Background: an optimization exercise with open tools, aiming at small area. Do not read the settings as production practice.
Where RTL was checked, it was by simulation tests only, not by an equivalence proof against the original.
Power is estimated from default activity; no workload was simulated.

Setup of the reference run:
==> flow/design.v <==
`default_nettype none
package cpu16_pkg;
	typedef logic [15:0] word_t;
	typedef logic [$clog2(16)-1:0] reg_idx_t;
	typedef logic [4:0] flags_t;
endpackage
`default_nettype wire
`timescale 1ns/100ps
`default_nettype none
module decoder (
	input  cpu16_pkg::word_t  instr,
	input  logic              instr_valid,
	input  cpu16_pkg::flags_t flags,
	output logic              use_imm,
	output logic              op_add,      
	output logic              op_addc,     
	output logic              op_sub,      
	output logic [3:0]        logic_tt,
	output logic              op_not,
	output logic              op_shl,
	output logic              op_shr,
	output logic              sh_arith,
	output logic              op_load,
	output logic              op_link,
	output logic              set_flags,
	output logic              wb_en,
	output logic              mem_we,
	output logic              jump_taken
);
	logic [3:0] hi;
	logic [3:0] ext;
	logic       cond_met;
	logic       r0, r4, r8;
	logic       cmp_nowr;
	logic       op_and, op_or, op_xor;
	assign hi  = instr[15:12];
	assign ext = instr[7:4];
	assign r0 = (hi == 4'h0);
	assign r4 = (hi == 4'h4);
	assign r8 = (hi == 4'h8);
	always_comb
	begin
		case (instr[11:8])
			4'b0000:  cond_met = flags[4];
			4'b0001:  cond_met = !flags[4];
			4'b0010:  cond_met = flags[3];
			4'b0011:  cond_met = !flags[3];
			4'b0100:  cond_met = flags[1];
			4'b0101:  cond_met = !flags[1];
			4'b0110:  cond_met = flags[0];
			4'b0111:  cond_met = !flags[0];
			4'b1000:  cond_met = flags[2];
			4'b1001:  cond_met = !flags[2];
			4'b1010:  cond_met = !flags[1] && !flags[4];
			4'b1011:  cond_met = flags[1] || flags[4];
			4'b1100:  cond_met = !flags[0] && !flags[4];
			4'b1101:  cond_met = flags[0] || flags[4];
			4'b1110: cond_met = 1'b1;
			default:   cond_met = 1'b0;
		endcase
	end
	assign use_imm = !(r0 || r4 || (r8 && ext[2]));
	assign op_addc = (r0 && (ext == 4'h4 || ext == 4'h7)) || hi == 4'h7 || hi == 4'hA;
	assign op_add  = op_addc || (r0 && (ext == 4'h5 || ext == 4'h6)) || hi == 4'h5 || hi == 4'h6;
	assign cmp_nowr = (r0 && (ext == 4'h8 || ext == 4'hB)) ||
	                  ((hi == 4'hB || hi == 4'hC) && ext == 4'h0);
	assign op_sub  = cmp_nowr || (r0 && ext == 4'h9) || hi == 4'h9;
	assign op_and  = (r0 && ext == 4'h1) || hi == 4'h1;
	assign op_or   = (r0 && ext == 4'h2) || hi == 4'h2;
	assign op_xor  = (r0 && ext == 4'h3) || hi == 4'h3;
	assign op_not  = r0 && ext == 4'hF;
	assign op_shr  = r8 && (ext[2] ? (!ext[3] && ext[0]) : ext[1]);
	assign op_shl  = r8 && (ext[2] ? (!ext[3] && !ext[0]) : !ext[1]);
	assign sh_arith = ext[2] ? ext[1] : ext[3];
	assign logic_tt = ({4{op_and}} & 4'b0010) | ({4{op_or}} & 4'b0110) | ({4{op_xor}} & 4'b0100);
	assign op_load = r4 && ext == 4'h0;
	assign op_link = r4 && ext == 4'h8;
	assign set_flags = instr_valid && (op_add || op_sub);
	assign wb_en = instr_valid && (op_add || (op_sub && !cmp_nowr) || op_and || op_or ||
	               op_xor || op_not || op_shl || op_shr || op_load || op_link);
	assign mem_we = instr_valid && r4 && ext == 4'h4;
	assign jump_taken = instr_valid && r4 && (ext == 4'h8 || (ext == 4'hC && cond_met));
endmodule
`default_nettype wire
`timescale 1ns/100ps
`default_nettype none
module regfile (
	input  logic                clk,
	input  logic                arst_n,
	input  logic                wr_en,
	input  cpu16_pkg::reg_idx_t wr_idx,
	input  cpu16_pkg::word_t    wr_data,
	input  cpu16_pkg::reg_idx_t rd_a_idx,
	input  cpu16_pkg::reg_idx_t rd_b_idx,
	output cpu16_pkg::word_t    rd_a_data,
	output cpu16_pkg::word_t    rd_b_data
);
	cpu16_pkg::word_t     regs [16];
	cpu16_pkg::word_t     wr_word;
	logic [16-1:0] sel_a;
	logic [16-1:0] sel_b;
	logic [16-1:0] sel_w;
	assign wr_word = wr_data & {16{arst_n}};
	for (genvar i = 0; i < 16; i++)
	begin : g_reg
		assign sel_w[i] = !arst_n || (wr_en && (wr_idx == i));
		assign sel_a[i] = (rd_a_idx == i);
		assign sel_b[i] = (rd_b_idx == i);
		always_ff @(posedge clk)
		begin
			if (sel_w[i])
				regs[i] <= wr_word;
		end
	end
	for (genvar j = 0; j < 16; j++)
	begin : g_read
		logic [16-1:0] col;
		for (genvar i = 0; i < 16; i++)
		begin : g_col
			assign col[i] = regs[i][j];
		end
		assign rd_a_data[j] = |(col & sel_a);
		assign rd_b_data[j] = |(col & sel_b);
	end
endmodule
`default_nettype wire
`timescale 1ns/100ps
`default_nettype none
module alu (
	input  logic              clk,
	input  logic              arst_n,
	input  cpu16_pkg::word_t  a,
	input  cpu16_pkg::word_t  b,
	input  logic              op_add,
	input  logic              op_addc,
	input  logic              op_sub,
	input  logic [3:0]        logic_tt,    
	input  logic              op_not,
	input  logic              op_shl,
	input  logic              op_shr,
	input  logic              sh_arith,
	input  logic              set_flags,
	output cpu16_pkg::flags_t flags,
	output cpu16_pkg::word_t  result
);
	cpu16_pkg::word_t  bx;
	cpu16_pkg::word_t  sum;
	logic [16:0]       c;
	cpu16_pkg::word_t  ap, ag;
	logic [16:0]       lt;
	cpu16_pkg::word_t  logic_res;
	cpu16_pkg::word_t  shift_res;
	cpu16_pkg::word_t  sh0, sh1, sh2, sh3, sh4, sh5;
	logic              sh_fill;
	cpu16_pkg::flags_t flags_next;
	assign bx = b ^ {16{op_sub}};
	assign c[0] = op_sub || (op_addc && flags[3]);
	assign lt[0] = 1'b0;
	assign ap = a ^ bx;
	assign ag = a & bx;
	for (genvar k = 0; k < 4; k++)
	begin : g_cla
		logic [3:0] p4, g4;
		logic       ci;
		assign p4 = ap[4*k +: 4];
		assign g4 = ag[4*k +: 4];
		assign ci = c[4*k];
		assign c[4*k+1] = g4[0] | (p4[0] & ci);
		assign c[4*k+2] = g4[1] | (p4[1] & g4[0]) | (p4[1] & p4[0] & ci);
		assign c[4*k+3] = g4[2] | (p4[2] & g4[1]) | (p4[2] & p4[1] & g4[0]) |
		                  (p4[2] & p4[1] & p4[0] & ci);
		assign c[4*k+4] = g4[3] | (p4[3] & g4[2]) | (p4[3] & p4[2] & g4[1]) |
		                  (p4[3] & p4[2] & p4[1] & g4[0]) | (p4[3] & p4[2] & p4[1] & p4[0] & ci);
	end
	for (genvar i = 0; i < 16; i++)
	begin : g_bit
		assign sum[i] = ap[i] ^ c[i];
		assign lt[i+1] = ap[i] ? b[i] : lt[i];
	end
	for (genvar i = 0; i < 16; i++)
	begin : g_logic
		assign logic_res[i] = logic_tt[{ap[i], ag[i]}];
	end
	assign sh_fill = sh_arith && op_shr && a[15];
	for (genvar i = 0; i < 16; i++)
	begin : g_shift
		assign sh0[i] = op_shl ? a[15-i] : a[i];
		assign sh1[i] = b[0] ? ((i + 1 < 16) ? sh0[(i+1)%16] : sh_fill) : sh0[i];
		assign sh2[i] = b[1] ? ((i + 2 < 16) ? sh1[(i+2)%16] : sh_fill) : sh1[i];
		assign sh3[i] = b[2] ? ((i + 4 < 16) ? sh2[(i+4)%16] : sh_fill) : sh2[i];
		assign sh4[i] = b[3] ? ((i + 8 < 16) ? sh3[(i+8)%16] : sh_fill) : sh3[i];
		assign sh5[i] = b[4] ? sh_fill : sh4[i];
	end
	for (genvar i = 0; i < 16; i++)
	begin : g_shout
		assign shift_res[i] = op_shl ? sh5[15-i] : (op_shr & sh5[i]);
	end
	assign result = ({16{op_add | op_sub}} & sum) | logic_res | ({16{op_not}} & ~b) | shift_res;
	assign flags_next[4] = op_sub ? (&ap) : !(|ap);
	assign flags_next[1] = op_sub ? !c[16] : lt[16];
	assign flags_next[0] = flags_next[1] ^ a[15] ^ b[15];
	assign flags_next[3] = c[16] ^ op_sub;
	assign flags_next[2] = c[16] ^ c[15];
	always_ff @(posedge clk or negedge arst_n)
	begin
		if (!arst_n)
			flags <= '0;
		else if (set_flags)
			flags <= flags_next;
	end
endmodule
`default_nettype wire
`timescale 1ns/100ps
`default_nettype none
module exec_core (
	input  logic                clk,
	input  logic                arst_n,
	input  cpu16_pkg::word_t    instr,
	input  logic                instr_valid,
	input  cpu16_pkg::word_t    pc,
	input  cpu16_pkg::word_t    mem_rdata,
	output cpu16_pkg::word_t    mem_addr,
	output cpu16_pkg::word_t    mem_wdata,
	output logic                mem_we,
	output logic                jump_taken,
	output cpu16_pkg::word_t    jump_target,
	output logic                wb_en_o,
	output cpu16_pkg::reg_idx_t wb_idx,
	output cpu16_pkg::word_t    wb_data,
	output cpu16_pkg::flags_t   flags
);
	cpu16_pkg::word_t rd_a_data;
	cpu16_pkg::word_t rd_b_data;
	cpu16_pkg::word_t b_eff;
	cpu16_pkg::word_t alu_result;
	cpu16_pkg::word_t pc_inc;
	logic use_imm;
	logic [3:0] logic_tt;
	logic op_add, op_addc, op_sub, op_not, op_shl, op_shr, sh_arith;
	logic op_load, op_link, set_flags;
	decoder decoder_i (
		.instr      (instr),
		.instr_valid(instr_valid),
		.flags      (flags),
		.use_imm    (use_imm),
		.op_add     (op_add),
		.op_addc    (op_addc),
		.op_sub     (op_sub),
		.logic_tt   (logic_tt),
		.op_not     (op_not),
		.op_shl     (op_shl),
		.op_shr     (op_shr),
		.sh_arith   (sh_arith),
		.op_load    (op_load),
		.op_link    (op_link),
		.set_flags  (set_flags),
		.wb_en      (wb_en_o),
		.mem_we     (mem_we),
		.jump_taken (jump_taken)
	);
	assign wb_idx = instr[11:8];
	regfile regfile_i (
		.clk       (clk),
		.arst_n    (arst_n),
		.wr_en     (wb_en_o),
		.wr_idx    (instr[11:8]),
		.wr_data   (wb_data),
		.rd_a_idx  (instr[11:8]),
		.rd_b_idx  (instr[3:0]),
		.rd_a_data (rd_a_data),
		.rd_b_data (rd_b_data)
	);
	assign b_eff = use_imm ? {{8{instr[7]}}, instr[7:0]} : rd_b_data;
	alu alu_i (
		.clk       (clk),
		.arst_n    (arst_n),
		.a         (rd_a_data),
		.b         (b_eff),
		.op_add    (op_add),
		.op_addc   (op_addc),
		.op_sub    (op_sub),
		.logic_tt  (logic_tt),
		.op_not    (op_not),
		.op_shl    (op_shl),
		.op_shr    (op_shr),
		.sh_arith  (sh_arith),
		.set_flags (set_flags),
		.flags     (flags),
		.result    (alu_result)
	);
	assign mem_addr = rd_b_data;
	assign mem_wdata = rd_a_data;
	assign jump_target = rd_b_data;
	assign pc_inc = pc + 16'd1;
	assign wb_data = alu_result | ({16{op_load}} & mem_rdata) | ({16{op_link}} & pc_inc);
endmodule
`default_nettype wire
export LEC_CHECK = 0
export ABC_AREA = 1
export CAP_MARGIN = 20
export CORE_MARGIN = 2
export CORE_UTILIZATION = 40
export CTS_BUF_LIST = sky130_fd_sc_hd__clkbuf_8
export CTS_CLUSTER_DIAMETER = 60
export CTS_CLUSTER_SIZE = 16
export SETUP_SLACK_MARGIN = 0.3
export SLEW_MARGIN = 20
create_clock -name core_clock -period 11.0 [get_ports {clk}]
standard.sh (not shown) runs the stock make flow with config.mk's settings and CLKGATE_MAP_FILE= SYNTH_SCRIPT=/design/flow/synth_recipe.tcl, a recipe that flattens the netlist after the stock synthesis.
==> flow/flow/run.sh <==
#!/bin/bash
# The standard layout, with two changes: ABC maps the logic with an area-oriented script
# (flow/abc.script), and the port buffers are the smallest buffer cell.
set -euo pipefail
here=$(pwd)
rm -rf "$here/scripts_own"
cp -r "$FLOW_HOME/scripts" "$here/scripts_own"
cp "$here/flow/abc.script" "$here/scripts_own/abc_area.script"
cp "$here/flow/abc.script" "$here/scripts_own/abc_speed.script"
export SCRIPTS_DIR="$here/scripts_own"
export BUFFER_PORTS_ARGS="-buffer_cell sky130_fd_sc_hd__buf_1"
bash standard.sh > "$here/layout_make.log" 2>&1
==> flow/flow/abc.script <==
strash
&get -n
&st
&dch
&nf -R 1000
&put
topo
stime -c
buffer -c
upsize -c
dnsize -c
The following lists how the trial run was set up differently from the reference run:
diff --git a/flow/design.v b/flow/design.v
--- a/flow/design.v
+++ b/flow/design.v
@@ -94,24 +94,30 @@
 	input  cpu16_pkg::reg_idx_t rd_b_idx,
 	output cpu16_pkg::word_t    rd_a_data,
 	output cpu16_pkg::word_t    rd_b_data
 );
 	cpu16_pkg::word_t     regs [16];
-	cpu16_pkg::word_t     wr_word;
+	logic [16-1:0] valid;
 	logic [16-1:0] sel_a;
 	logic [16-1:0] sel_b;
 	logic [16-1:0] sel_w;
-	assign wr_word = wr_data & {16{arst_n}};
 	for (genvar i = 0; i < 16; i++)
 	begin : g_reg
-		assign sel_w[i] = !arst_n || (wr_en && (wr_idx == i));
-		assign sel_a[i] = (rd_a_idx == i);
-		assign sel_b[i] = (rd_b_idx == i);
+		assign sel_w[i] = wr_en && (wr_idx == i);
+		assign sel_a[i] = valid[i] && (rd_a_idx == i);
+		assign sel_b[i] = valid[i] && (rd_b_idx == i);
+		always_ff @(posedge clk or negedge arst_n)
+		begin
+			if (!arst_n)
+				valid[i] <= 1'b0;
+			else if (sel_w[i])
+				valid[i] <= 1'b1;
+		end
 		always_ff @(posedge clk)
 		begin
 			if (sel_w[i])
-				regs[i] <= wr_word;
+				regs[i] <= wr_data;
 		end
 	end
 	for (genvar j = 0; j < 16; j++)
 	begin : g_read
 		logic [16-1:0] col;
Results
The trial run consumes more power than the reference run does. The trial run has number of distinct library cells after synthesis below what the reference run had. The reference run → the trial run: portion of the clock cycle consumed by the worst path in the final layout shows an increase of 0.53 points; count of non-CTS buffers in the layout shows an increase of 34. The detailed-route via count was comparable across the trial run and the reference run. STATUS aggregate routed wire length: the trial run wins against the reference run. The run with more setup slack is the reference run; the trial run has less. Taking the reference run as the reference, in the trial run headroom to the max-slew limit saw a decrease, number of tap cells inserted now sits higher. Cell with the largest stage delay on the worst path: a2111oi_0 -> the reference run, ha_1 -> the trial run.
The RTL of the reference run was laid out without a check of its function.

==> port drivers added, routing unchanged <==
How much do the figures lean on ideal ports? The routed layouts below were timed once more, with nothing changed but the port constraints.
Step 1: set_driving_cell puts a clkbuf_16 on clk and a buf_2 on each other input, an assumption about the parent block.
Step 2 moves the port delays by t, midway between the first and last clock arrival at a register: inputs arrive t later, outputs are due t later. That takes back most of the time a late clock gives input paths.
Three values: ideal, step 1, step 2; two values: the first two.
run	shift t [ns]	slack for setup (ns)	worst setup path after step 2	clock arrival spread, ns
the reference run	0.585	0.747 / 0.719 / 0.719	input to output	0.030 / 0.030
the trial run	0.602	0.689 / 0.667 / 0.667	input to output	0.026 / 0.026
After both steps setup and hold are still met in every run listed. For the reference run, which loses most, drivers alone change the setup slack by -0.028 ns; drivers and shift together by -0.028 ns.
